Context: an optimization exercise on an open-source flow, tuned for small area, a short achievable clock period and few clock cycles per item. The choices shown serve that exercise and are no tape-out recipe. At most, simulation tests tie the RTL to the original design; equivalence was not proved. No functional check of the RTL was part of run 1. Power and IR drop assume default switching activity.

### run.sh
#!/bin/bash
# synth_recipe.tcl (not shown) runs the flow's synth.tcl, then flattens the netlist and writes it again
# the make line also repeats each setting of config.mk as NAME=value (left out here)
make -C /OpenROAD-flow-scripts/flow DESIGN_CONFIG=/design/flow/config.mk WORK_HOME=/design/flow/orfs CLKGATE_MAP_FILE= SYNTH_SCRIPT=/design/flow/synth_recipe.tcl finish
### config.mk
export PLATFORM = sky130hd
export DESIGN_NAME = timing_recovery_top
export DESIGN_NICKNAME = timing_recovery_top
export VERILOG_FILES = /design/flow/design.v
export SDC_FILE = /design/flow/constraint.sdc
export NUM_CORES = 4
export LEC_CHECK = 0
export CAP_MARGIN = 20
export CORE_MARGIN = 2
export CORE_UTILIZATION = 40
export SLEW_MARGIN = 20
### constraint.sdc
create_clock -name core_clock -period 9.0 [get_ports {clk}]
set_input_delay 1.8000 -clock core_clock [delete_from_list [all_inputs] [get_ports {clk}]]
set_output_delay 1.8000 -clock core_clock [all_outputs]
set_load 0.01 [all_outputs]
### design.v
`default_nettype none
package timing_pkg;
  localparam int SAMPLE_W  = 16;   
  localparam int SYM_W     = 18;   
  localparam int MU_W      = 8;    
  localparam int MU_GAIN_W = 12;   
  typedef logic signed [SAMPLE_W-1:0] sample_t;
  typedef logic signed [SYM_W-1:0] sym_t;
  typedef logic [MU_W-1:0] mu_t;
  typedef logic [MU_GAIN_W-1:0] mu_gain_t;
endpackage
`default_nettype wire
`timescale 1ns/1ps
`default_nettype none
module symbol_nco (
  input  wire                  clk,
  input  wire                  reset_i,
  input  wire                  accept_i,      
  input  wire           [15:0] step_i,
  input  timing_pkg::mu_gain_t mu_gain_i,
  input  wire                  adv_i,         
  output logic                 wrap_o,        
  output logic                 s1_valid_o,
  output timing_pkg::mu_t      mu_o           
);
  localparam int MU_W   = timing_pkg::MU_W;
  localparam int PROD_W = timing_pkg::MU_W + timing_pkg::MU_GAIN_W;   
  logic [15:0]          acc_q;
  logic [16:0]          phase_sum;
  logic [MU_W-1:0]      resid_q;
  timing_pkg::mu_gain_t gain_q;
  logic [PROD_W-1:0]    mu_prod;
  assign phase_sum = {1'b0, acc_q} + {1'b0, step_i};
  assign wrap_o    = phase_sum[16];
  always_ff @(posedge clk) begin
    if (reset_i) begin
      acc_q      <= '0;
      s1_valid_o <= 1'b0;
    end else if (accept_i) begin
      acc_q      <= phase_sum[15:0];
      s1_valid_o <= phase_sum[16];
    end else if (adv_i) begin
      s1_valid_o <= 1'b0;
    end
  end
  always_ff @(posedge clk) begin
    if (accept_i) begin
      resid_q <= phase_sum[15:8];
      gain_q  <= mu_gain_i;
    end
  end
  mu_mult i_mu_mult (
    .a_i (resid_q),
    .b_i (gain_q),
    .p_o (mu_prod)
  );
  always_ff @(posedge clk) begin
    if (adv_i) begin
      mu_o <= (|mu_prod[PROD_W-1:2*MU_W]) ? '1 : mu_prod[2*MU_W-1:MU_W];
    end
  end
endmodule
`default_nettype wire
`timescale 1ns/1ps
`default_nettype none
module mu_mult (
  input  wire [7:0]  a_i,
  input  wire [11:0] b_i,
  output wire [19:0] p_o
);
  wire [11:0] pp0 = b_i & {12{a_i[0]}};
  wire [11:0] pp1 = b_i & {12{a_i[1]}};
  wire [11:0] pp2 = b_i & {12{a_i[2]}};
  wire [11:0] pp3 = b_i & {12{a_i[3]}};
  wire [11:0] pp4 = b_i & {12{a_i[4]}};
  wire [11:0] pp5 = b_i & {12{a_i[5]}};
  wire [11:0] pp6 = b_i & {12{a_i[6]}};
  wire [11:0] pp7 = b_i & {12{a_i[7]}};
  wire m_s0 = pp0[6] ^ pp1[5];
  wire m_c0 = pp0[6] & pp1[5];
  wire m_s1 = pp0[7] ^ pp1[6] ^ pp2[5];
  wire m_c1 = (pp0[7] & pp1[6]) | (pp2[5] & (pp0[7] ^ pp1[6]));
  wire m_s2 = pp3[4] ^ pp4[3];
  wire m_c2 = pp3[4] & pp4[3];
  wire m_s3 = pp0[8] ^ pp1[7] ^ pp2[6];
  wire m_c3 = (pp0[8] & pp1[7]) | (pp2[6] & (pp0[8] ^ pp1[7]));
  wire m_s4 = pp3[5] ^ pp4[4] ^ pp5[3];
  wire m_c4 = (pp3[5] & pp4[4]) | (pp5[3] & (pp3[5] ^ pp4[4]));
  wire m_s5 = pp0[9] ^ pp1[8] ^ pp2[7];
  wire m_c5 = (pp0[9] & pp1[8]) | (pp2[7] & (pp0[9] ^ pp1[8]));
  wire m_s6 = pp3[6] ^ pp4[5] ^ pp5[4];
  wire m_c6 = (pp3[6] & pp4[5]) | (pp5[4] & (pp3[6] ^ pp4[5]));
  wire m_s7 = pp0[10] ^ pp1[9] ^ pp2[8];
  wire m_c7 = (pp0[10] & pp1[9]) | (pp2[8] & (pp0[10] ^ pp1[9]));
  wire m_s8 = pp3[7] ^ pp4[6] ^ pp5[5];
  wire m_c8 = (pp3[7] & pp4[6]) | (pp5[5] & (pp3[7] ^ pp4[6]));
  wire m_s9 = pp0[11] ^ pp1[10] ^ pp2[9];
  wire m_c9 = (pp0[11] & pp1[10]) | (pp2[9] & (pp0[11] ^ pp1[10]));
  wire m_s10 = pp3[8] ^ pp4[7] ^ pp5[6];
  wire m_c10 = (pp3[8] & pp4[7]) | (pp5[6] & (pp3[8] ^ pp4[7]));
  wire m_s11 = pp1[11] ^ pp2[10] ^ pp3[9];
  wire m_c11 = (pp1[11] & pp2[10]) | (pp3[9] & (pp1[11] ^ pp2[10]));
  wire m_s12 = pp4[8] ^ pp5[7];
  wire m_c12 = pp4[8] & pp5[7];
  wire m_s13 = pp2[11] ^ pp3[10] ^ pp4[9];
  wire m_c13 = (pp2[11] & pp3[10]) | (pp4[9] & (pp2[11] ^ pp3[10]));
  wire m_s14 = pp0[4] ^ pp1[3];
  wire m_c14 = pp0[4] & pp1[3];
  wire m_s15 = pp0[5] ^ pp1[4] ^ pp2[3];
  wire m_c15 = (pp0[5] & pp1[4]) | (pp2[3] & (pp0[5] ^ pp1[4]));
  wire m_s16 = pp3[2] ^ pp4[1];
  wire m_c16 = pp3[2] & pp4[1];
  wire m_s17 = pp2[4] ^ pp3[3] ^ pp4[2];
  wire m_c17 = (pp2[4] & pp3[3]) | (pp4[2] & (pp2[4] ^ pp3[3]));
  wire m_s18 = pp5[1] ^ pp6[0] ^ m_s0;
  wire m_c18 = (pp5[1] & pp6[0]) | (m_s0 & (pp5[1] ^ pp6[0]));
  wire m_s19 = pp5[2] ^ pp6[1] ^ pp7[0];
  wire m_c19 = (pp5[2] & pp6[1]) | (pp7[0] & (pp5[2] ^ pp6[1]));
  wire m_s20 = m_s1 ^ m_s2 ^ m_c0;
  wire m_c20 = (m_s1 & m_s2) | (m_c0 & (m_s1 ^ m_s2));
  wire m_s21 = pp6[2] ^ pp7[1] ^ m_s3;
  wire m_c21 = (pp6[2] & pp7[1]) | (m_s3 & (pp6[2] ^ pp7[1]));
  wire m_s22 = m_s4 ^ m_c1 ^ m_c2;
  wire m_c22 = (m_s4 & m_c1) | (m_c2 & (m_s4 ^ m_c1));
  wire m_s23 = pp6[3] ^ pp7[2] ^ m_s5;
  wire m_c23 = (pp6[3] & pp7[2]) | (m_s5 & (pp6[3] ^ pp7[2]));
  wire m_s24 = m_s6 ^ m_c3 ^ m_c4;
  wire m_c24 = (m_s6 & m_c3) | (m_c4 & (m_s6 ^ m_c3));
  wire m_s25 = pp6[4] ^ pp7[3] ^ m_s7;
  wire m_c25 = (pp6[4] & pp7[3]) | (m_s7 & (pp6[4] ^ pp7[3]));
  wire m_s26 = m_s8 ^ m_c5 ^ m_c6;
  wire m_c26 = (m_s8 & m_c5) | (m_c6 & (m_s8 ^ m_c5));
  wire m_s27 = pp6[5] ^ pp7[4] ^ m_s9;
  wire m_c27 = (pp6[5] & pp7[4]) | (m_s9 & (pp6[5] ^ pp7[4]));
  wire m_s28 = m_s10 ^ m_c7 ^ m_c8;
  wire m_c28 = (m_s10 & m_c7) | (m_c8 & (m_s10 ^ m_c7));
  wire m_s29 = pp6[6] ^ pp7[5] ^ m_s11;
  wire m_c29 = (pp6[6] & pp7[5]) | (m_s11 & (pp6[6] ^ pp7[5]));
  wire m_s30 = m_s12 ^ m_c9 ^ m_c10;
  wire m_c30 = (m_s12 & m_c9) | (m_c10 & (m_s12 ^ m_c9));
  wire m_s31 = pp5[8] ^ pp6[7] ^ pp7[6];
  wire m_c31 = (pp5[8] & pp6[7]) | (pp7[6] & (pp5[8] ^ pp6[7]));
  wire m_s32 = m_s13 ^ m_c11 ^ m_c12;
  wire m_c32 = (m_s13 & m_c11) | (m_c12 & (m_s13 ^ m_c11));
  wire m_s33 = pp3[11] ^ pp4[10] ^ pp5[9];
  wire m_c33 = (pp3[11] & pp4[10]) | (pp5[9] & (pp3[11] ^ pp4[10]));
  wire m_s34 = pp6[8] ^ pp7[7] ^ m_c13;
  wire m_c34 = (pp6[8] & pp7[7]) | (m_c13 & (pp6[8] ^ pp7[7]));
  wire m_s35 = pp4[11] ^ pp5[10] ^ pp6[9];
  wire m_c35 = (pp4[11] & pp5[10]) | (pp6[9] & (pp4[11] ^ pp5[10]));
  wire m_s36 = pp0[3] ^ pp1[2];
  wire m_c36 = pp0[3] & pp1[2];
  wire m_s37 = pp2[2] ^ pp3[1] ^ pp4[0];
  wire m_c37 = (pp2[2] & pp3[1]) | (pp4[0] & (pp2[2] ^ pp3[1]));
  wire m_s38 = pp5[0] ^ m_s15 ^ m_s16;
  wire m_c38 = (pp5[0] & m_s15) | (m_s16 & (pp5[0] ^ m_s15));
  wire m_s39 = m_s17 ^ m_s18 ^ m_c15;
  wire m_c39 = (m_s17 & m_s18) | (m_c15 & (m_s17 ^ m_s18));
  wire m_s40 = m_s19 ^ m_s20 ^ m_c17;
  wire m_c40 = (m_s19 & m_s20) | (m_c17 & (m_s19 ^ m_s20));
  wire m_s41 = m_s21 ^ m_s22 ^ m_c19;
  wire m_c41 = (m_s21 & m_s22) | (m_c19 & (m_s21 ^ m_s22));
  wire m_s42 = m_s23 ^ m_s24 ^ m_c21;
  wire m_c42 = (m_s23 & m_s24) | (m_c21 & (m_s23 ^ m_s24));
  wire m_s43 = m_s25 ^ m_s26 ^ m_c23;
  wire m_c43 = (m_s25 & m_s26) | (m_c23 & (m_s25 ^ m_s26));
  wire m_s44 = m_s27 ^ m_s28 ^ m_c25;
  wire m_c44 = (m_s27 & m_s28) | (m_c25 & (m_s27 ^ m_s28));
  wire m_s45 = m_s29 ^ m_s30 ^ m_c27;
  wire m_c45 = (m_s29 & m_s30) | (m_c27 & (m_s29 ^ m_s30));
  wire m_s46 = m_s31 ^ m_s32 ^ m_c29;
  wire m_c46 = (m_s31 & m_s32) | (m_c29 & (m_s31 ^ m_s32));
  wire m_s47 = m_s33 ^ m_s34 ^ m_c31;
  wire m_c47 = (m_s33 & m_s34) | (m_c31 & (m_s33 ^ m_s34));
  wire m_s48 = pp7[8] ^ m_s35 ^ m_c33;
  wire m_c48 = (pp7[8] & m_s35) | (m_c33 & (pp7[8] ^ m_s35));
  wire m_s49 = pp5[11] ^ pp6[10] ^ pp7[9];
  wire m_c49 = (pp5[11] & pp6[10]) | (pp7[9] & (pp5[11] ^ pp6[10]));
  wire m_s50 = pp0[2] ^ pp1[1];
  wire m_c50 = pp0[2] & pp1[1];
  wire m_s51 = pp2[1] ^ pp3[0] ^ m_s36;
  wire m_c51 = (pp2[1] & pp3[0]) | (m_s36 & (pp2[1] ^ pp3[0]));
  wire m_s52 = m_s14 ^ m_s37 ^ m_c36;
  wire m_c52 = (m_s14 & m_s37) | (m_c36 & (m_s14 ^ m_s37));
  wire m_s53 = m_c14 ^ m_s38 ^ m_c37;
  wire m_c53 = (m_c14 & m_s38) | (m_c37 & (m_c14 ^ m_s38));
  wire m_s54 = m_c16 ^ m_s39 ^ m_c38;
  wire m_c54 = (m_c16 & m_s39) | (m_c38 & (m_c16 ^ m_s39));
  wire m_s55 = m_c18 ^ m_s40 ^ m_c39;
  wire m_c55 = (m_c18 & m_s40) | (m_c39 & (m_c18 ^ m_s40));
  wire m_s56 = m_c20 ^ m_s41 ^ m_c40;
  wire m_c56 = (m_c20 & m_s41) | (m_c40 & (m_c20 ^ m_s41));
  wire m_s57 = m_c22 ^ m_s42 ^ m_c41;
  wire m_c57 = (m_c22 & m_s42) | (m_c41 & (m_c22 ^ m_s42));
  wire m_s58 = m_c24 ^ m_s43 ^ m_c42;
  wire m_c58 = (m_c24 & m_s43) | (m_c42 & (m_c24 ^ m_s43));
  wire m_s59 = m_c26 ^ m_s44 ^ m_c43;
  wire m_c59 = (m_c26 & m_s44) | (m_c43 & (m_c26 ^ m_s44));
  wire m_s60 = m_c28 ^ m_s45 ^ m_c44;
  wire m_c60 = (m_c28 & m_s45) | (m_c44 & (m_c28 ^ m_s45));
  wire m_s61 = m_c30 ^ m_s46 ^ m_c45;
  wire m_c61 = (m_c30 & m_s46) | (m_c45 & (m_c30 ^ m_s46));
  wire m_s62 = m_c32 ^ m_s47 ^ m_c46;
  wire m_c62 = (m_c32 & m_s47) | (m_c46 & (m_c32 ^ m_s47));
  wire m_s63 = m_c34 ^ m_s48 ^ m_c47;
  wire m_c63 = (m_c34 & m_s48) | (m_c47 & (m_c34 ^ m_s48));
  wire m_s64 = m_c35 ^ m_s49 ^ m_c48;
  wire m_c64 = (m_c35 & m_s49) | (m_c48 & (m_c35 ^ m_s49));
  wire m_s65 = pp6[11] ^ pp7[10] ^ m_c49;
  wire m_c65 = (pp6[11] & pp7[10]) | (m_c49 & (pp6[11] ^ pp7[10]));
  wire [19:0] row_a = {1'b0, pp7[11], m_s65, m_s64, m_s63, m_s62, m_s61, m_s60, m_s59, m_s58, m_s57, m_s56, m_s55, m_s54, m_s53, m_s52, m_s51, pp2[0], pp0[1], pp0[0]};
  wire [19:0] row_b = {1'b0, m_c65, m_c64, m_c63, m_c62, m_c61, m_c60, m_c59, m_c58, m_c57, m_c56, m_c55, m_c54, m_c53, m_c52, m_c51, m_c50, m_s50, pp1[0], 1'b0};
  assign p_o = row_a + row_b;
endmodule
`default_nettype wire
`timescale 1ns/1ps
`default_nettype none
module rail_interp (
  input  wire                 clk,
  input  wire                 reset_i,
  input  wire                 accept_i,   
  input  timing_pkg::sample_t smp_i,
  input  wire                 adv_i,      
  input  timing_pkg::mu_t     mu_i,       
  output timing_pkg::sym_t    rail_o      
);
  timing_pkg::sample_t cur_q;     
  timing_pkg::sample_t prev_q;    
  logic [15:0]         xc_q;      
  logic [16:0]         d_q;       
  logic [23:0]         y;
  always_ff @(posedge clk) begin
    if (reset_i) begin
      cur_q <= '0;
    end else if (accept_i) begin
      cur_q <= smp_i;
    end
  end
  always_ff @(posedge clk) begin
    if (accept_i) prev_q <= cur_q;
  end
  always_ff @(posedge clk) begin
    if (adv_i) begin
      xc_q <= cur_q + 16'd256;
      d_q  <= 17'(prev_q) - 17'(cur_q);
    end
  end
  interp_tree i_interp_tree (
    .d_i  (d_q),
    .mu_i (mu_i),
    .xc_i (xc_q),
    .y_o  (y)
  );
  assign rail_o = y[23:6];
endmodule
`default_nettype wire
`timescale 1ns/1ps
`default_nettype none
module interp_tree (
  input  wire [16:0] d_i,
  input  wire [7:0]  mu_i,
  input  wire [15:0] xc_i,
  output wire [23:0] y_o
);
  wire [16:0] pp0 = {~(d_i[16] & mu_i[0]), d_i[15:0] & {16{mu_i[0]}}};
  wire [16:0] pp1 = {~(d_i[16] & mu_i[1]), d_i[15:0] & {16{mu_i[1]}}};
  wire [16:0] pp2 = {~(d_i[16] & mu_i[2]), d_i[15:0] & {16{mu_i[2]}}};
  wire [16:0] pp3 = {~(d_i[16] & mu_i[3]), d_i[15:0] & {16{mu_i[3]}}};
  wire [16:0] pp4 = {~(d_i[16] & mu_i[4]), d_i[15:0] & {16{mu_i[4]}}};
  wire [16:0] pp5 = {~(d_i[16] & mu_i[5]), d_i[15:0] & {16{mu_i[5]}}};
  wire [16:0] pp6 = {~(d_i[16] & mu_i[6]), d_i[15:0] & {16{mu_i[6]}}};
  wire [16:0] pp7 = {~(d_i[16] & mu_i[7]), d_i[15:0] & {16{mu_i[7]}}};
  wire t_s0 = pp0[6] ^ pp1[5];
  wire t_c0 = pp0[6] & pp1[5];
  wire t_s1 = pp0[7] ^ pp1[6] ^ pp2[5];
  wire t_c1 = (pp0[7] & pp1[6]) | (pp2[5] & (pp0[7] ^ pp1[6]));
  wire t_s2 = pp3[4] ^ pp4[3];
  wire t_c2 = pp3[4] & pp4[3];
  wire t_s3 = pp0[8] ^ pp1[7] ^ pp2[6];
  wire t_c3 = (pp0[8] & pp1[7]) | (pp2[6] & (pp0[8] ^ pp1[7]));
  wire t_s4 = pp3[5] ^ pp4[4] ^ pp5[3];
  wire t_c4 = (pp3[5] & pp4[4]) | (pp5[3] & (pp3[5] ^ pp4[4]));
  wire t_s5 = pp6[2] ^ pp7[1];
  wire t_c5 = pp6[2] & pp7[1];
  wire t_s6 = pp0[9] ^ pp1[8] ^ pp2[7];
  wire t_c6 = (pp0[9] & pp1[8]) | (pp2[7] & (pp0[9] ^ pp1[8]));
  wire t_s7 = pp3[6] ^ pp4[5] ^ pp5[4];
  wire t_c7 = (pp3[6] & pp4[5]) | (pp5[4] & (pp3[6] ^ pp4[5]));
  wire t_s8 = pp6[3] ^ pp7[2] ^ xc_i[1];
  wire t_c8 = (pp6[3] & pp7[2]) | (xc_i[1] & (pp6[3] ^ pp7[2]));
  wire t_s9 = pp0[10] ^ pp1[9] ^ pp2[8];
  wire t_c9 = (pp0[10] & pp1[9]) | (pp2[8] & (pp0[10] ^ pp1[9]));
  wire t_s10 = pp3[7] ^ pp4[6] ^ pp5[5];
  wire t_c10 = (pp3[7] & pp4[6]) | (pp5[5] & (pp3[7] ^ pp4[6]));
  wire t_s11 = pp6[4] ^ pp7[3] ^ xc_i[2];
  wire t_c11 = (pp6[4] & pp7[3]) | (xc_i[2] & (pp6[4] ^ pp7[3]));
  wire t_s12 = pp0[11] ^ pp1[10] ^ pp2[9];
  wire t_c12 = (pp0[11] & pp1[10]) | (pp2[9] & (pp0[11] ^ pp1[10]));
  wire t_s13 = pp3[8] ^ pp4[7] ^ pp5[6];
  wire t_c13 = (pp3[8] & pp4[7]) | (pp5[6] & (pp3[8] ^ pp4[7]));
  wire t_s14 = pp6[5] ^ pp7[4] ^ xc_i[3];
  wire t_c14 = (pp6[5] & pp7[4]) | (xc_i[3] & (pp6[5] ^ pp7[4]));
  wire t_s15 = pp0[12] ^ pp1[11] ^ pp2[10];
  wire t_c15 = (pp0[12] & pp1[11]) | (pp2[10] & (pp0[12] ^ pp1[11]));
  wire t_s16 = pp3[9] ^ pp4[8] ^ pp5[7];
  wire t_c16 = (pp3[9] & pp4[8]) | (pp5[7] & (pp3[9] ^ pp4[8]));
  wire t_s17 = pp6[6] ^ pp7[5] ^ xc_i[4];
  wire t_c17 = (pp6[6] & pp7[5]) | (xc_i[4] & (pp6[6] ^ pp7[5]));
  wire t_s18 = pp0[13] ^ pp1[12] ^ pp2[11];
  wire t_c18 = (pp0[13] & pp1[12]) | (pp2[11] & (pp0[13] ^ pp1[12]));
  wire t_s19 = pp3[10] ^ pp4[9] ^ pp5[8];
  wire t_c19 = (pp3[10] & pp4[9]) | (pp5[8] & (pp3[10] ^ pp4[9]));
  wire t_s20 = pp6[7] ^ pp7[6] ^ xc_i[5];
  wire t_c20 = (pp6[7] & pp7[6]) | (xc_i[5] & (pp6[7] ^ pp7[6]));
  wire t_s21 = pp0[14] ^ pp1[13] ^ pp2[12];
  wire t_c21 = (pp0[14] & pp1[13]) | (pp2[12] & (pp0[14] ^ pp1[13]));
  wire t_s22 = pp3[11] ^ pp4[10] ^ pp5[9];
  wire t_c22 = (pp3[11] & pp4[10]) | (pp5[9] & (pp3[11] ^ pp4[10]));
  wire t_s23 = pp6[8] ^ pp7[7] ^ xc_i[6];
  wire t_c23 = (pp6[8] & pp7[7]) | (xc_i[6] & (pp6[8] ^ pp7[7]));
  wire t_s24 = pp0[15] ^ pp1[14] ^ pp2[13];
  wire t_c24 = (pp0[15] & pp1[14]) | (pp2[13] & (pp0[15] ^ pp1[14]));
  wire t_s25 = pp3[12] ^ pp4[11] ^ pp5[10];
  wire t_c25 = (pp3[12] & pp4[11]) | (pp5[10] & (pp3[12] ^ pp4[11]));
  wire t_s26 = pp6[9] ^ pp7[8] ^ xc_i[7];
  wire t_c26 = (pp6[9] & pp7[8]) | (xc_i[7] & (pp6[9] ^ pp7[8]));
  wire t_s27 = pp0[16] ^ pp1[15] ^ pp2[14];
  wire t_c27 = (pp0[16] & pp1[15]) | (pp2[14] & (pp0[16] ^ pp1[15]));
  wire t_s28 = pp3[13] ^ pp4[12] ^ pp5[11];
  wire t_c28 = (pp3[13] & pp4[12]) | (pp5[11] & (pp3[13] ^ pp4[12]));
  wire t_s29 = pp6[10] ^ pp7[9] ^ xc_i[8];
  wire t_c29 = (pp6[10] & pp7[9]) | (xc_i[8] & (pp6[10] ^ pp7[9]));
  wire t_s30 = pp1[16] ^ pp2[15] ^ pp3[14];
  wire t_c30 = (pp1[16] & pp2[15]) | (pp3[14] & (pp1[16] ^ pp2[15]));
  wire t_s31 = pp4[13] ^ pp5[12] ^ pp6[11];
  wire t_c31 = (pp4[13] & pp5[12]) | (pp6[11] & (pp4[13] ^ pp5[12]));
  wire t_s32 = pp7[10] ^ xc_i[9];
  wire t_c32 = pp7[10] & xc_i[9];
  wire t_s33 = pp2[16] ^ pp3[15] ^ pp4[14];
  wire t_c33 = (pp2[16] & pp3[15]) | (pp4[14] & (pp2[16] ^ pp3[15]));
  wire t_s34 = pp5[13] ^ pp6[12] ^ pp7[11];
  wire t_c34 = (pp5[13] & pp6[12]) | (pp7[11] & (pp5[13] ^ pp6[12]));
  wire t_s35 = pp3[16] ^ pp4[15] ^ pp5[14];
  wire t_c35 = (pp3[16] & pp4[15]) | (pp5[14] & (pp3[16] ^ pp4[15]));
  wire t_s36 = pp0[4] ^ pp1[3];
  wire t_c36 = pp0[4] & pp1[3];
  wire t_s37 = pp0[5] ^ pp1[4] ^ pp2[3];
  wire t_c37 = (pp0[5] & pp1[4]) | (pp2[3] & (pp0[5] ^ pp1[4]));
  wire t_s38 = pp3[2] ^ pp4[1];
  wire t_c38 = pp3[2] & pp4[1];
  wire t_s39 = pp2[4] ^ pp3[3] ^ pp4[2];
  wire t_c39 = (pp2[4] & pp3[3]) | (pp4[2] & (pp2[4] ^ pp3[3]));
  wire t_s40 = pp5[1] ^ pp6[0] ^ t_s0;
  wire t_c40 = (pp5[1] & pp6[0]) | (t_s0 & (pp5[1] ^ pp6[0]));
  wire t_s41 = pp5[2] ^ pp6[1] ^ pp7[0];
  wire t_c41 = (pp5[2] & pp6[1]) | (pp7[0] & (pp5[2] ^ pp6[1]));
  wire t_s42 = t_s1 ^ t_s2 ^ t_c0;
  wire t_c42 = (t_s1 & t_s2) | (t_c0 & (t_s1 ^ t_s2));
  wire t_s43 = xc_i[0] ^ t_s3 ^ t_s4;
  wire t_c43 = (xc_i[0] & t_s3) | (t_s4 & (xc_i[0] ^ t_s3));
  wire t_s44 = t_s5 ^ t_c1 ^ t_c2;
  wire t_c44 = (t_s5 & t_c1) | (t_c2 & (t_s5 ^ t_c1));
  wire t_s45 = t_s6 ^ t_s7 ^ t_s8;
  wire t_c45 = (t_s6 & t_s7) | (t_s8 & (t_s6 ^ t_s7));
  wire t_s46 = t_c3 ^ t_c4 ^ t_c5;
  wire t_c46 = (t_c3 & t_c4) | (t_c5 & (t_c3 ^ t_c4));
  wire t_s47 = t_s9 ^ t_s10 ^ t_s11;
  wire t_c47 = (t_s9 & t_s10) | (t_s11 & (t_s9 ^ t_s10));
  wire t_s48 = t_c6 ^ t_c7 ^ t_c8;
  wire t_c48 = (t_c6 & t_c7) | (t_c8 & (t_c6 ^ t_c7));
  wire t_s49 = t_s12 ^ t_s13 ^ t_s14;
  wire t_c49 = (t_s12 & t_s13) | (t_s14 & (t_s12 ^ t_s13));
  wire t_s50 = t_c9 ^ t_c10 ^ t_c11;
  wire t_c50 = (t_c9 & t_c10) | (t_c11 & (t_c9 ^ t_c10));
  wire t_s51 = t_s15 ^ t_s16 ^ t_s17;
  wire t_c51 = (t_s15 & t_s16) | (t_s17 & (t_s15 ^ t_s16));
  wire t_s52 = t_c12 ^ t_c13 ^ t_c14;
  wire t_c52 = (t_c12 & t_c13) | (t_c14 & (t_c12 ^ t_c13));
  wire t_s53 = t_s18 ^ t_s19 ^ t_s20;
  wire t_c53 = (t_s18 & t_s19) | (t_s20 & (t_s18 ^ t_s19));
  wire t_s54 = t_c15 ^ t_c16 ^ t_c17;
  wire t_c54 = (t_c15 & t_c16) | (t_c17 & (t_c15 ^ t_c16));
  wire t_s55 = t_s21 ^ t_s22 ^ t_s23;
  wire t_c55 = (t_s21 & t_s22) | (t_s23 & (t_s21 ^ t_s22));
  wire t_s56 = t_c18 ^ t_c19 ^ t_c20;
  wire t_c56 = (t_c18 & t_c19) | (t_c20 & (t_c18 ^ t_c19));
  wire t_s57 = t_s24 ^ t_s25 ^ t_s26;
  wire t_c57 = (t_s24 & t_s25) | (t_s26 & (t_s24 ^ t_s25));
  wire t_s58 = t_c21 ^ t_c22 ^ t_c23;
  wire t_c58 = (t_c21 & t_c22) | (t_c23 & (t_c21 ^ t_c22));
  wire t_s59 = t_s27 ^ t_s28 ^ t_s29;
  wire t_c59 = (t_s27 & t_s28) | (t_s29 & (t_s27 ^ t_s28));
  wire t_s60 = t_c24 ^ t_c25 ^ t_c26;
  wire t_c60 = (t_c24 & t_c25) | (t_c26 & (t_c24 ^ t_c25));
  wire t_s61 = t_s30 ^ t_s31 ^ t_s32;
  wire t_c61 = (t_s30 & t_s31) | (t_s32 & (t_s30 ^ t_s31));
  wire t_s62 = t_c27 ^ t_c28 ^ t_c29;
  wire t_c62 = (t_c27 & t_c28) | (t_c29 & (t_c27 ^ t_c28));
  wire t_s63 = xc_i[10] ^ t_s33 ^ t_s34;
  wire t_c63 = (xc_i[10] & t_s33) | (t_s34 & (xc_i[10] ^ t_s33));
  wire t_s64 = t_c30 ^ t_c31 ^ t_c32;
  wire t_c64 = (t_c30 & t_c31) | (t_c32 & (t_c30 ^ t_c31));
  wire t_s65 = pp6[13] ^ pp7[12] ^ xc_i[11];
  wire t_c65 = (pp6[13] & pp7[12]) | (xc_i[11] & (pp6[13] ^ pp7[12]));
  wire t_s66 = t_s35 ^ t_c33 ^ t_c34;
  wire t_c66 = (t_s35 & t_c33) | (t_c34 & (t_s35 ^ t_c33));
  wire t_s67 = pp4[16] ^ pp5[15] ^ pp6[14];
  wire t_c67 = (pp4[16] & pp5[15]) | (pp6[14] & (pp4[16] ^ pp5[15]));
  wire t_s68 = pp7[13] ^ xc_i[12] ^ t_c35;
  wire t_c68 = (pp7[13] & xc_i[12]) | (t_c35 & (pp7[13] ^ xc_i[12]));
  wire t_s69 = pp5[16] ^ pp6[15] ^ pp7[14];
  wire t_c69 = (pp5[16] & pp6[15]) | (pp7[14] & (pp5[16] ^ pp6[15]));
  wire t_s70 = pp0[3] ^ pp1[2];
  wire t_c70 = pp0[3] & pp1[2];
  wire t_s71 = pp2[2] ^ pp3[1] ^ pp4[0];
  wire t_c71 = (pp2[2] & pp3[1]) | (pp4[0] & (pp2[2] ^ pp3[1]));
  wire t_s72 = pp5[0] ^ t_s37 ^ t_s38;
  wire t_c72 = (pp5[0] & t_s37) | (t_s38 & (pp5[0] ^ t_s37));
  wire t_s73 = t_s39 ^ t_s40 ^ t_c37;
  wire t_c73 = (t_s39 & t_s40) | (t_c37 & (t_s39 ^ t_s40));
  wire t_s74 = t_s41 ^ t_s42 ^ t_c39;
  wire t_c74 = (t_s41 & t_s42) | (t_c39 & (t_s41 ^ t_s42));
  wire t_s75 = t_s43 ^ t_s44 ^ t_c41;
  wire t_c75 = (t_s43 & t_s44) | (t_c41 & (t_s43 ^ t_s44));
  wire t_s76 = t_s45 ^ t_s46 ^ t_c43;
  wire t_c76 = (t_s45 & t_s46) | (t_c43 & (t_s45 ^ t_s46));
  wire t_s77 = t_s47 ^ t_s48 ^ t_c45;
  wire t_c77 = (t_s47 & t_s48) | (t_c45 & (t_s47 ^ t_s48));
  wire t_s78 = t_s49 ^ t_s50 ^ t_c47;
  wire t_c78 = (t_s49 & t_s50) | (t_c47 & (t_s49 ^ t_s50));
  wire t_s79 = t_s51 ^ t_s52 ^ t_c49;
  wire t_c79 = (t_s51 & t_s52) | (t_c49 & (t_s51 ^ t_s52));
  wire t_s80 = t_s53 ^ t_s54 ^ t_c51;
  wire t_c80 = (t_s53 & t_s54) | (t_c51 & (t_s53 ^ t_s54));
  wire t_s81 = t_s55 ^ t_s56 ^ t_c53;
  wire t_c81 = (t_s55 & t_s56) | (t_c53 & (t_s55 ^ t_s56));
  wire t_s82 = t_s57 ^ t_s58 ^ t_c55;
  wire t_c82 = (t_s57 & t_s58) | (t_c55 & (t_s57 ^ t_s58));
  wire t_s83 = t_s59 ^ t_s60 ^ t_c57;
  wire t_c83 = (t_s59 & t_s60) | (t_c57 & (t_s59 ^ t_s60));
  wire t_s84 = t_s61 ^ t_s62 ^ t_c59;
  wire t_c84 = (t_s61 & t_s62) | (t_c59 & (t_s61 ^ t_s62));
  wire t_s85 = t_s63 ^ t_s64 ^ t_c61;
  wire t_c85 = (t_s63 & t_s64) | (t_c61 & (t_s63 ^ t_s64));
  wire t_s86 = t_s65 ^ t_s66 ^ t_c63;
  wire t_c86 = (t_s65 & t_s66) | (t_c63 & (t_s65 ^ t_s66));
  wire t_s87 = t_s67 ^ t_s68 ^ t_c65;
  wire t_c87 = (t_s67 & t_s68) | (t_c65 & (t_s67 ^ t_s68));
  wire t_s88 = xc_i[13] ^ t_s69 ^ t_c67;
  wire t_c88 = (xc_i[13] & t_s69) | (t_c67 & (xc_i[13] ^ t_s69));
  wire t_s89 = pp6[16] ^ pp7[15] ^ xc_i[14];
  wire t_c89 = (pp6[16] & pp7[15]) | (xc_i[14] & (pp6[16] ^ pp7[15]));
  wire t_s90 = pp0[2] ^ pp1[1];
  wire t_c90 = pp0[2] & pp1[1];
  wire t_s91 = pp2[1] ^ pp3[0] ^ t_s70;
  wire t_c91 = (pp2[1] & pp3[0]) | (t_s70 & (pp2[1] ^ pp3[0]));
  wire t_s92 = t_s36 ^ t_s71 ^ t_c70;
  wire t_c92 = (t_s36 & t_s71) | (t_c70 & (t_s36 ^ t_s71));
  wire t_s93 = t_c36 ^ t_s72 ^ t_c71;
  wire t_c93 = (t_c36 & t_s72) | (t_c71 & (t_c36 ^ t_s72));
  wire t_s94 = t_c38 ^ t_s73 ^ t_c72;
  wire t_c94 = (t_c38 & t_s73) | (t_c72 & (t_c38 ^ t_s73));
  wire t_s95 = t_c40 ^ t_s74 ^ t_c73;
  wire t_c95 = (t_c40 & t_s74) | (t_c73 & (t_c40 ^ t_s74));
  wire t_s96 = t_c42 ^ t_s75 ^ t_c74;
  wire t_c96 = (t_c42 & t_s75) | (t_c74 & (t_c42 ^ t_s75));
  wire t_s97 = t_c44 ^ t_s76 ^ t_c75;
  wire t_c97 = (t_c44 & t_s76) | (t_c75 & (t_c44 ^ t_s76));
  wire t_s98 = t_c46 ^ t_s77 ^ t_c76;
  wire t_c98 = (t_c46 & t_s77) | (t_c76 & (t_c46 ^ t_s77));
  wire t_s99 = t_c48 ^ t_s78 ^ t_c77;
  wire t_c99 = (t_c48 & t_s78) | (t_c77 & (t_c48 ^ t_s78));
  wire t_s100 = t_c50 ^ t_s79 ^ t_c78;
  wire t_c100 = (t_c50 & t_s79) | (t_c78 & (t_c50 ^ t_s79));
  wire t_s101 = t_c52 ^ t_s80 ^ t_c79;
  wire t_c101 = (t_c52 & t_s80) | (t_c79 & (t_c52 ^ t_s80));
  wire t_s102 = t_c54 ^ t_s81 ^ t_c80;
  wire t_c102 = (t_c54 & t_s81) | (t_c80 & (t_c54 ^ t_s81));
  wire t_s103 = t_c56 ^ t_s82 ^ t_c81;
  wire t_c103 = (t_c56 & t_s82) | (t_c81 & (t_c56 ^ t_s82));
  wire t_s104 = t_c58 ^ t_s83 ^ t_c82;
  wire t_c104 = (t_c58 & t_s83) | (t_c82 & (t_c58 ^ t_s83));
  wire t_s105 = t_c60 ^ t_s84 ^ t_c83;
  wire t_c105 = (t_c60 & t_s84) | (t_c83 & (t_c60 ^ t_s84));
  wire t_s106 = t_c62 ^ t_s85 ^ t_c84;
  wire t_c106 = (t_c62 & t_s85) | (t_c84 & (t_c62 ^ t_s85));
  wire t_s107 = t_c64 ^ t_s86 ^ t_c85;
  wire t_c107 = (t_c64 & t_s86) | (t_c85 & (t_c64 ^ t_s86));
  wire t_s108 = t_c66 ^ t_s87 ^ t_c86;
  wire t_c108 = (t_c66 & t_s87) | (t_c86 & (t_c66 ^ t_s87));
  wire t_s109 = t_c68 ^ t_s88 ^ t_c87;
  wire t_c109 = (t_c68 & t_s88) | (t_c87 & (t_c68 ^ t_s88));
  wire t_s110 = t_c69 ^ t_s89 ^ t_c88;
  wire t_c110 = (t_c69 & t_s89) | (t_c88 & (t_c69 ^ t_s89));
  wire t_s111 = pp7[16] ^ xc_i[15] ^ t_c89;
  wire t_c111 = (pp7[16] & xc_i[15]) | (t_c89 & (pp7[16] ^ xc_i[15]));
  wire [23:0] row_a = {t_s111, t_s110, t_s109, t_s108, t_s107, t_s106, t_s105, t_s104, t_s103, t_s102, t_s101, t_s100, t_s99, t_s98, t_s97, t_s96, t_s95, t_s94, t_s93, t_s92, t_s91, pp2[0], pp0[1], pp0[0]};
  wire [23:0] row_b = {t_c110, t_c109, t_c108, t_c107, t_c106, t_c105, t_c104, t_c103, t_c102, t_c101, t_c100, t_c99, t_c98, t_c97, t_c96, t_c95, t_c94, t_c93, t_c92, t_c91, t_c90, t_s90, pp1[0], 1'b0};
  assign y_o = row_a + row_b;
endmodule
`default_nettype wire
`timescale 1ns/1ps
`default_nettype none
module symbol_joiner (
  input  wire              clk,
  input  wire              reset_i,
  input  wire              push_i,
  input  timing_pkg::sym_t i_sym_i,
  input  timing_pkg::sym_t q_sym_i,
  input  wire              sym_ready_i,
  output logic             full_o,
  output logic             full_next_o,
  output logic             sym_valid_o,
  output timing_pkg::sym_t sym_i_o,
  output timing_pkg::sym_t sym_q_o
);
  timing_pkg::sym_t tail_i_q;
  timing_pkg::sym_t tail_q_q;
  logic             tail_v_q;
  logic             pop;
  logic             head_from_tail;
  logic             head_from_in;
  logic             tail_from_in;
  assign pop            = sym_valid_o & sym_ready_i;
  assign full_o         = tail_v_q;
  assign head_from_tail = tail_v_q & pop;
  assign head_from_in   = push_i & (!sym_valid_o | (pop & !tail_v_q));
  assign tail_from_in   = push_i & sym_valid_o & !pop & !tail_v_q;
  assign full_next_o    = (tail_v_q & !pop) | tail_from_in;
  always_ff @(posedge clk) begin
    if (reset_i) begin
      sym_valid_o <= 1'b0;
      tail_v_q    <= 1'b0;
    end else begin
      sym_valid_o <= tail_v_q | push_i | (sym_valid_o & !pop);
      tail_v_q    <= full_next_o;
    end
  end
  always_ff @(posedge clk) begin
    if (head_from_tail) begin
      sym_i_o <= tail_i_q;
      sym_q_o <= tail_q_q;
    end else if (head_from_in) begin
      sym_i_o <= i_sym_i;
      sym_q_o <= q_sym_i;
    end
    if (tail_from_in) begin
      tail_i_q <= i_sym_i;
      tail_q_q <= q_sym_i;
    end
  end
endmodule
`default_nettype wire
`timescale 1ns/1ps
`default_nettype none
module timing_recovery_top (
  input  wire                  clk,
  input  wire                  reset_i,
  input  wire                  raw_valid_i,
  input  timing_pkg::sample_t  raw_i_i,
  input  timing_pkg::sample_t  raw_q_i,
  input  wire           [15:0] step_i,
  input  timing_pkg::mu_gain_t mu_gain_i,
  input  wire                  sym_ready_i,
  output logic                 raw_ready_o,
  output logic                 sym_valid_o,
  output timing_pkg::sym_t     sym_i_o,
  output timing_pkg::sym_t     sym_q_o
);
  logic             accept;
  logic             wrap;
  logic             s1_valid;
  logic             s2_valid;
  logic             q_full;
  logic             q_full_next;
  logic             en2;        
  logic             adv;        
  logic             push;       
  logic             s1_valid_next;
  logic             s2_valid_next;
  timing_pkg::mu_t  mu;
  timing_pkg::sym_t rail_i;
  timing_pkg::sym_t rail_q;
  assign accept = raw_valid_i & raw_ready_o;
  assign push   = s2_valid & !q_full;
  assign en2    = !s2_valid | !q_full;
  assign adv    = s1_valid & en2;
  symbol_nco i_symbol_nco (
    .clk        (clk),
    .reset_i    (reset_i),
    .accept_i   (accept),
    .step_i     (step_i),
    .mu_gain_i  (mu_gain_i),
    .adv_i      (adv),
    .wrap_o     (wrap),
    .s1_valid_o (s1_valid),
    .mu_o       (mu)
  );
  rail_interp i_rail_i (
    .clk      (clk),
    .reset_i  (reset_i),
    .accept_i (accept),
    .smp_i    (raw_i_i),
    .adv_i    (adv),
    .mu_i     (mu),
    .rail_o   (rail_i)
  );
  rail_interp i_rail_q (
    .clk      (clk),
    .reset_i  (reset_i),
    .accept_i (accept),
    .smp_i    (raw_q_i),
    .adv_i    (adv),
    .mu_i     (mu),
    .rail_o   (rail_q)
  );
  symbol_joiner i_symbol_joiner (
    .clk         (clk),
    .reset_i     (reset_i),
    .push_i      (push),
    .i_sym_i     (rail_i),
    .q_sym_i     (rail_q),
    .sym_ready_i (sym_ready_i),
    .full_o      (q_full),
    .full_next_o (q_full_next),
    .sym_valid_o (sym_valid_o),
    .sym_i_o     (sym_i_o),
    .sym_q_o     (sym_q_o)
  );
  assign s1_valid_next = accept | (s1_valid & !en2);
  assign s2_valid_next = adv | (s2_valid & q_full);
  always_ff @(posedge clk) begin
    if (reset_i) begin
      s2_valid    <= 1'b0;
      raw_ready_o <= 1'b0;
    end else begin
      s2_valid    <= s2_valid_next;
      raw_ready_o <= !(s1_valid_next & s2_valid_next & q_full_next);
    end
  end
endmodule
`default_nettype wire
==> flow_summary_export.csv, run 1 <==
group,metric,value,unit
run_status,status,"no timing/DRC/antenna violations",
run,maxCapViolCount,0,
layout,layout.nets,2733,
timing,post-route-min-period,5.673,ns
synth,syn_inst,2179,
timing,fin_setup_tns,0,ns
worst_setup_path,r2r-start,"i_symbol_nco.resid_q[2]$_DFFE_PP_",
timing,report.final.slew_viol_count,0,
layout,area_growth,12.93,%
die,die-area,56650,sq um
die,placementRows,85,
power_and_ir_drop,switching_share,32.35,%
worst_setup_path,cp-startpoint,"i_symbol_nco.resid_q[2]$_DFFE_PP_",
clock_network,clk_pin_slew,0.06,ns
route,drc_errors,0,
layout,drive_gt1_share,4.666,%
synth,synth_cell_type_count,65,
timing,finClkSkew,0.02847,ns
min_path,hp-class,"register to register",
synth,async_flop_share,0,%
route,totalWireLength,47050,microns
place,routabilityCongestion,0.8427,
synth,yosysWarnings,4,
clock_network,cts_resized,0,
synth,synth_seq_cells,251,
synth,syn_avg_cell_area,10.05,sq um
clock_network,clock_latency,0.59,ns
synth,syn_nets,2643,
route,via_count,14800,
die,die_w,238.0,microns
synth,synth_edf_count,198,
place,place_hpwl,35860,microns
clock_network,clock_path_buffers,3,
power_and_ir_drop,pwr-share-comb,33.5,%
power_and_ir_drop,cell_internal_pwr,2619,uW
route,vias_per_cell,4.953,
synth,synth_area,21900,sq um
power_and_ir_drop,finalPower,3871,uW
layout,fillers,5054,
route,final_antenna_net_count,0,
timing,fmax,176.3,MHz
die,initial_core_util,40.54,%
worst_setup_path,cp.required,9.31,ns
timing,worst_pin_slew,0.9133,ns
synth,synth_seq_area_share,31.99,%
clock_network,ctsHoldBuffers,0,
global_routing,grt_first_pass_wirelength,79360,microns
clock_network,htreeDepth,1,
worst_setup_path,critPathArrivalTime,5.98,ns
route,wl_per_cell,15.74,microns
timing,period_share,63.04,%
worst_setup_path,crit_path_end_kind,"register",
worst_setup_path,crit_path_end,"i_symbol_nco.mu_o[4]$_SDFFCE_PP1P_",
power_and_ir_drop,peakVddDrop,0.1356,mV
synth,synth_ff_type,"edfxtp_1",
worst_setup_path,path_max_fanout,12,
place,place_ws,3.118,ns
global_routing,antenna_found_initial,0,
timing,rsz0062_at_grt,"false",
place,portBuffers,101,
power_and_ir_drop,power_leakage,0.01071,uW
min_path,hp-start,"i_symbol_nco.acc_q[6]$_SDFFE_PP0P_",
power_and_ir_drop,power_switching,1252,uW
global_routing,grt_pass1_vias,15530,
clock_network,cts_setup_buffers,0,
clock_network,cts_root_buffer,"clkbuf_16",
power_and_ir_drop,power_density,156.5,nW/um^2
die,io_pins,102,
timing,setup_viol,0,
die,die_y,238.0,microns
timing,setup_slack,3.327,ns
worst_setup_path,worstSetupPathType,"register to register",
die,core,54030,sq um
global_routing,grt_max_degree,75,
layout,final_common_cell,"inv_1",
power_and_ir_drop,clkPwrFrac,31.1,%
timing,maxSlewHeadroom,39.11,%
clock_network,numCtsBuffers,30,
clock_network,clock-sinks,251,
route,drt-initial-drc-count,750,
worst_setup_path,startpoint_type,"register",
synth,synthTopCellsByArea,"edfxtp_1 (27%), fa_1 (24%), ha_1 (7.5%)",
worst_setup_path,regToRegSetupSlack,3.33,ns
route,first_pass_iters,5,
layout,layout_common_cells,"inv_1 (361), nand2_1 (317), fa_1 (268)",
global_routing,track_usage,17.12,%
synth,synth_top_area_cell,"edfxtp_1",
layout,antennaDiodeCount,0,
synth,synth_top_area_share,27.14,%
power_and_ir_drop,seqPwrFrac,35.4,%
worst_setup_path,r2r-end,"i_symbol_nco.mu_o[4]$_SDFFCE_PP1P_",
clock_network,cts_tree,"done",
timing,hold_viol,0,
global_routing,grt-ovfl-total,0,
worst_setup_path,reg2reg_depth,17,
==> critical path, stage by stage (launching register included) <==
cell and delay (ns):
edfxtp_1 0.63, nand2_1 0.16, fa_1 0.54, inv_1 0.06
fa_1 0.44, fa_1 0.55, inv_1 0.05, fa_1 0.50
inv_1 0.05, ha_1 0.35, a21oi_1 0.18, o21ai_0 0.16
or4_1 0.41, nor2_1 0.26, o31a_1 0.24, mux2i_1 0.20
nand4_1 0.24, or2_2 0.37
==> cells by family (layout without fill, tap and decap cells) <==
| kind of cell | after synthesis | after routing | synth area share [%] |
|---|---|---|---|
| XOR/XNOR | 88 | 88 | 3.519 |
| flip-flops | 251 | 251 | 31.99 |
| multiplexers | 19 | 19 | 0.9711 |
| AO/OA/AOI/OAI | 252 | 252 | 7.620 |
| buffers and inverters | 421 | 535 | 7.220 |
| AND/OR/NAND/NOR | 748 | 748 | 16.65 |
| adder cells (fa/ha/maj) | 400 | 400 | 32.03 |
==> worst min path at each step <==
stage | cells after the start | endpoint
global placement | 2 | i_symbol_nco.acc_q[3]$_SDFFE_PP0P_
floorplan | 0 | i_rail_q.prev_q[14]$_DFFE_PP_
detailed placement | 2 | i_symbol_nco.acc_q[3]$_SDFFE_PP0P_
CTS | 2 | i_symbol_nco.acc_q[3]$_SDFFE_PP0P_
global route | 2 | i_symbol_nco.acc_q[8]$_SDFFE_PP0P_
finish | 2 | i_symbol_nco.acc_q[6]$_SDFFE_PP0P_
==> layout make-up <==
cell class	count	area (sq um)	share of cell area, %
Multi-Input combinational cell	1507	13340	53.91
Inverter	362	1360	5.498
Timing Repair Buffer	117	1174	4.745
Clock inverter	13	107.6	0.4350
Sequential cell	251	7007	28.33
Tap cell	696	870.8	3.520
Clock buffer	43	880.8	3.561
==> per-layer routing <==
layer	routed length, microns	track usage [%]	vias up
li1	-	-	7175
met1	22780	24.29	7285
met2	21000	27.61	291
met3	2514	2.892	53
met4	761	3.769	0
met5	0	0	-
==> flip-flops by register name (all words and copies together), names as in the netlist, 8 cells and up <==
register / count
i_symbol_joiner.tail_q_q: 18
i_symbol_nco.gain_q: 12
i_rail_q.xc_q: 16
i_rail_i.prev_q: 16
i_symbol_joiner.sym_q_o: 18
i_symbol_nco.mu_o: 8
i_rail_q.cur_q: 16
i_rail_q.prev_q: 16
i_rail_q.d_q: 17
i_symbol_joiner.tail_i_q: 18
i_rail_i.d_q: 17
i_symbol_joiner.sym_i_o: 18
i_rail_i.xc_q: 16
i_rail_i.cur_q: 16
i_symbol_nco.resid_q: 8
i_symbol_nco.acc_q: 16
==> cell usage after synthesis, drive strengths merged (8+ instances only) <==
cell,n
a21oi,101
fa,268
nand2b,10
inv,362
edfxtp,198
mux2,15
nand4,12
nand2,318
or2,8
ha,132
nand3,27
and2,227
dfxtp,53
a21o,24
xor2,25
a211oi,11
xnor2,63
nor3,24
o21bai,10
o21ai,27
clkbuf,57
o21a,13
nor2b,17
nor2,83
==> per-stage QoR <==
step	utilization [%]	area, sq um	std cells	hold WS, ns
floorplan	-	21900	2179	0.4300
global placement	43.83	23680	2930	0.4429
detailed placement	43.88	23710	2931	0.4501
CTS	45.71	24690	2987	0.4585
global route	45.79	24740	2989	0.4773
finish	45.79	24740	2989	0.4581
==> power groups by stage <==
stage               clock network (uW)  logic (uW)  registers, uW
global route                      1300        1490           1370
CTS                               1240        1310           1370
finish                            1200        1300           1370
global placement                     0        1270           1390
detailed placement                   0        1300           1390
floorplan                            0        1020           1380
==> run 2, diff against run 1 <==
--- a/design.v
+++ b/design.v
@@ -510,4 +510,3 @@
   input  wire              sym_ready_i,
-  output logic             full_o,
-  output logic             full_next_o,
+  output logic             free_o,        
   output logic             sym_valid_o,
@@ -516,15 +515,3 @@
 );
-  timing_pkg::sym_t tail_i_q;
-  timing_pkg::sym_t tail_q_q;
-  logic             tail_v_q;
-  logic             pop;
-  logic             head_from_tail;
-  logic             head_from_in;
-  logic             tail_from_in;
-  assign pop            = sym_valid_o & sym_ready_i;
-  assign full_o         = tail_v_q;
-  assign head_from_tail = tail_v_q & pop;
-  assign head_from_in   = push_i & (!sym_valid_o | (pop & !tail_v_q));
-  assign tail_from_in   = push_i & sym_valid_o & !pop & !tail_v_q;
-  assign full_next_o    = (tail_v_q & !pop) | tail_from_in;
+  assign free_o = !sym_valid_o | sym_ready_i;
   always_ff @(posedge clk) begin
@@ -532,6 +519,4 @@
       sym_valid_o <= 1'b0;
-      tail_v_q    <= 1'b0;
-    end else begin
-      sym_valid_o <= tail_v_q | push_i | (sym_valid_o & !pop);
-      tail_v_q    <= full_next_o;
+    end else if (free_o) begin
+      sym_valid_o <= push_i;
     end
@@ -539,6 +524,3 @@
   always_ff @(posedge clk) begin
-    if (head_from_tail) begin
-      sym_i_o <= tail_i_q;
-      sym_q_o <= tail_q_q;
-    end else if (head_from_in) begin
+    if (push_i) begin
       sym_i_o <= i_sym_i;
@@ -546,6 +528,2 @@
     end
-    if (tail_from_in) begin
-      tail_i_q <= i_sym_i;
-      tail_q_q <= q_sym_i;
-    end
   end
@@ -570,7 +548,5 @@
   logic             accept;
-  logic             wrap;
   logic             s1_valid;
   logic             s2_valid;
-  logic             q_full;
-  logic             q_full_next;
+  logic             out_free;   
   logic             en2;        
@@ -578,4 +554,2 @@
   logic             push;       
-  logic             s1_valid_next;
-  logic             s2_valid_next;
   timing_pkg::mu_t  mu;
@@ -583,6 +557,7 @@
   timing_pkg::sym_t rail_q;
-  assign accept = raw_valid_i & raw_ready_o;
-  assign push   = s2_valid & !q_full;
-  assign en2    = !s2_valid | !q_full;
-  assign adv    = s1_valid & en2;
+  assign push        = s2_valid & out_free;
+  assign en2         = !s2_valid | out_free;
+  assign adv         = s1_valid & en2;
+  assign raw_ready_o = !s1_valid | en2;
+  assign accept      = raw_valid_i & raw_ready_o;
   symbol_nco i_symbol_nco (
@@ -594,3 +569,3 @@
     .adv_i      (adv),
-    .wrap_o     (wrap),
+    .wrap_o     (),
     .s1_valid_o (s1_valid),
@@ -623,4 +598,3 @@
     .sym_ready_i (sym_ready_i),
-    .full_o      (q_full),
-    .full_next_o (q_full_next),
+    .free_o      (out_free),
     .sym_valid_o (sym_valid_o),
@@ -629,11 +603,7 @@
   );
-  assign s1_valid_next = accept | (s1_valid & !en2);
-  assign s2_valid_next = adv | (s2_valid & q_full);
   always_ff @(posedge clk) begin
     if (reset_i) begin
-      s2_valid    <= 1'b0;
-      raw_ready_o <= 1'b0;
-    end else begin
-      s2_valid    <= s2_valid_next;
-      raw_ready_o <= !(s1_valid_next & s2_valid_next & q_full_next);
+      s2_valid <= 1'b0;
+    end else if (en2) begin
+      s2_valid <= adv;
     end
--- a/config.mk
+++ b/config.mk
@@ -10,2 +10,3 @@
 export CORE_UTILIZATION = 40
+export SETUP_SLACK_MARGIN = 4.5
 export SLEW_MARGIN = 20
==> flow_summary_export.csv, run 2 <==
group,metric,value,unit
synth,synth_edf_count,162,
worst_setup_path,cp.required,9.30,ns
clock_network,ctsHoldBuffers,0,
synth,synth_area,19830,sq um
clock_network,cts_tree,"done",
layout,antennaDiodeCount,0,
synth,synth_top_family_by_area,"adder cells",
route,via_count,13890,
die,io_pins,102,
timing,worst_pin_slew,1.072,ns
clock_network,clock_latency,0.56,ns
timing,report.final.slew_viol_count,0,
global_routing,use_met1,24.45,%
route,final_antenna_net_count,0,
global_routing,met3_usage,2.358,%
die,die_w,226.7,microns
clock_network,htreeDepth,1,
synth,synth_seq_cells,213,
layout,layout_common_cells,"inv_1 (355), fa_1 (261), nand2_1 (257)",
route,vias_per_cell,4.876,
global_routing,antenna_found_initial,0,
worst_setup_path,cp_cell_sequence,"buf_6 -> buf_12 -> and2_4 -> fa_1 -> fa_2 -> fa_1 -> inv_2 -> fa_1 -> inv_2 -> ha_4 -> a21o_1 -> a31o_4 -> a221o_1 -> a31oi_4 -> o21bai_4 -> a21oi_2 -> xnor2_1",
synth,synth_top_area_share,27.05,%
global_routing,gr-usage-met2,29.47,%
layout,fin_cells,2849,
synth,synth.mux.area_fraction,0,%
worst_setup_path,r2r-end,"i_symbol_joiner.sym_i_o[12]$_DFFE_PP_",
route,first_pass_iters,6,
global_routing,grt-ovfl-total,0,
worst_setup_path,slowest_delay,0.56,ns
die,placementRows,81,
global_routing,grt-busiest-layer,"met2",
timing,finClkSkew,0.01443,ns
timing,period_share,54.32,%
global_routing,grt_pass1_vias,14720,
worst_setup_path,path_max_fanout,9,
power_and_ir_drop,power_density,312.6,nW/um^2
power_and_ir_drop,peakVddDrop,0.1886,mV
synth,yosysWarnings,4,
clock_network,numCtsBuffers,26,
synth,syn_inst,1993,
route,drt-initial-drc-count,804,
timing,hold_viol,0,
route,drc_errors,0,
global_routing,grt_first_pass_wirelength,73440,microns
clock_network,clock-sinks,213,
timing,fmax,204.6,MHz
synth,synth_fa_ha_area_share,35.38,%
min_path,whs_endpoint,"i_symbol_nco.acc_q[6]$_SDFFE_PP0P_",
worst_setup_path,worstSetupPathType,"register to register",
worst_setup_path,r2r-start,"i_symbol_nco.mu_o[2]$_SDFFCE_PP1P_",
worst_setup_path,reg2reg_depth,17,
layout,area_growth,21.93,%
run_status,status,"no timing/DRC/antenna violations",
clock_network,cts_root_buffer,"clkbuf_16",
global_routing,grt_max_degree,75,
synth,synthTopCellsByCount,"inv_1 (371), nand2_1 (269), fa_1 (268), and2_1 (209), edfxtp_1 (162)",
synth,syn_avg_cell_area,9.951,sq um
route,totalWireLength,44700,microns
power_and_ir_drop,power_leakage,0.01063,uW
layout,drive_gt1_share,13.04,%
place,place_hpwl,31390,microns
synth,synthXorXnorAreaFrac,3.400,%
timing,rsz0062_at_grt,"true",
synth,synthTopCellsByArea,"fa_1 (27%), edfxtp_1 (25%), ha_1 (8.3%)",
worst_setup_path,regToRegSetupSlack,4.11,ns
place,portBuffers,101,
die,core,48950,sq um
worst_setup_path,critPathArrivalTime,5.19,ns
clock_network,clk_pin_slew,0.06,ns
die,die_y,226.7,microns
clock_network,clock_path_buffers,3,
timing,maxSlewHeadroom,28.54,%
layout,layout.nets,2629,
power_and_ir_drop,finalPower,7559,uW
synth,synth_seq_area_share,29.68,%
route,wl_per_cell,15.69,microns
synth,synth_compound_area_share,7.337,%
synth,synth_ff_type,"edfxtp_1",
place,routabilityCongestion,0.8300,
worst_setup_path,crit_slowest_cell,"fa_1",
worst_setup_path,startpoint_type,"register",
die,die-area,51380,sq um
synth,async_flop_share,0,%
synth,syn_nets,2457,
synth,synth_cell_type_count,52,
layout,final_common_cell,"inv_1",
die,initial_core_util,40.52,%
layout,top_regs,"i_symbol_joiner.sym_i_o: 18 flops, i_symbol_joiner.sym_q_o: 18 flops",
synth,synthSimpleGateAreaFrac,16.28,%
worst_setup_path,cpMostUsedCell,"fa_1",
min_path,hp-class,"register to register",
place,dp.cells,2722,
synth,synth_top_area_cell,"fa_1",
run,maxCapViolCount,0,
worst_setup_path,crit_path_end_kind,"register",
synth,synth.most_common_cell,"inv_1",
global_routing,track_usage,17.78,%
timing,fin_setup_tns,0,ns
min_path,hp-start,"i_symbol_nco.acc_q[6]$_SDFFE_PP0P_",
timing,post-route-min-period,4.888,ns
min_path,hold_depth,2,
timing,setup_viol,0,
run 2: cell count changes in the layout (fill, tap and decap cells not counted), moves of 28 or more:
| cell | change |
|---|---|
| and2_1 | -36 |
| buf_4 | +47 |
| edfxtp_1 | -36 |
| ha_1 | -28 |
| nand2_1 | -60 |
| nor2_1 | -28 |
run 2: timing repair:
item                       4_1_cts  5_1_grt
setup endpoints to repair       76       57
pin swaps                       49      100
gates resized for setup         85      104
cloned                           4        3
buffers inserted                52       20
run 2: area by class of cell:
type / instances / area (sq um)
fill: 4469 / 24770
multi-input combinational: 1361 / 13180
sequential: 213 / 5886
timing repair buffer: 192 / 1984
inverter: 371 / 1395
tap: 664 / 830.8
clock buffer: 31 / 721.9
clock inverter: 17 / 181.4
run 2: per-layer routing:
layer	routed length, microns	part of all wire, %
met2	20910	47
met3	2260	5.1
met4	1182	2.6
met5	0	0
met1	20350	46
run 2: kinds of logic (layout without fill, tap and decap cells):
group           after synthesis  count (layout)
fa+ha+maj                   400             400
simple gates                652             652
buf+inv                     419             611
compound gates              232             232
xor+xnor                     77              77
flops                       213             213
run 2: worst max path at each step:
stage	from	endpoint	slack, ns	cells after the start
6_report	i_symbol_nco.mu_o[2]$_SDFFCE_PP1P_	i_symbol_joiner.sym_i_o[12]$_DFFE_PP_	4.11	17
5_1_grt	i_symbol_nco.mu_o[0]$_SDFFCE_PP1P_	i_symbol_joiner.sym_i_o[12]$_DFFE_PP_	3.96	16
4_1_cts	i_symbol_nco.mu_o[0]$_SDFFCE_PP1P_	i_symbol_joiner.sym_i_o[17]$_DFFE_PP_	4.13	18
3_5_place_dp	sym_ready_i	i_rail_q.cur_q[15]$_SDFFE_PP0P_	3.65	9
3_3_place_gp	sym_ready_i	i_rail_q.cur_q[15]$_SDFFE_PP0P_	3.74	9
2_1_floorplan	i_symbol_nco.mu_o[0]$_SDFFCE_PP1P_	i_symbol_joiner.sym_i_o[12]$_DFFE_PP_	4.47	15
run 2: power by group:
group	leakage, uW	switching (uW)	internal, uW
clock network	0.000445	436	663
registers	0.00193	63.8	1310
logic	0.00825	2590	2490
run 2: stage by stage:
step / utilization, % / setup slack [ns] / hold WS, ns / cell area, sq um
2_1_floorplan: - / 4.474 / 0.4300 / 20050
3_3_place_gp: 44.43 / 3.738 / 0.4441 / 21750
3_5_place_dp: 44.43 / 3.652 / 0.4474 / 21750
4_1_cts: 48.08 / 4.134 / 0.4586 / 23540
5_1_grt: 49.40 / 3.955 / 0.4806 / 24180
6_report: 49.40 / 4.112 / 0.4588 / 24180
run 2: worst max-delay path: cells and delay by family (launching register included):
family | cells | cell delay, ns
buf+inv | 4 | 0.40
flops | 1 | 0.38
xor+xnor | 1 | 0.08
fa+ha+maj | 5 | 2.31
simple gates | 1 | 0.14
compound gates | 6 | 1.30
Testbench counts of run 2, summed over its fixed seeds: cycles 24,012, items 24,000.

afterwards: timing with drivers on the ports:
Ports are ideal in the flow. The routed layouts listed here were re-timed in OpenROAD.
Step 1, drivers: a clkbuf_16 drives clk and a buf_2 each remaining input, both assumed.
Step 2, shift: input delay + t, output delay - t, t = (earliest + latest rising clock arrival at the registers) / 2. This alone moves slack from input paths to output paths.
Three values: no drivers, after step 1, after step 2; two values: the first two.
| run | shift t [ns] | slack for setup (ns) | worst setup path at the end |
|---|---|---|---|
| run 1 | 0.625 | 3.327 / 3.327 / 3.327 | register to register |
| run 2 | 0.601 | 4.112 / 4.112 / 4.112 | register to register |
After both steps setup and hold are still met in every run listed.
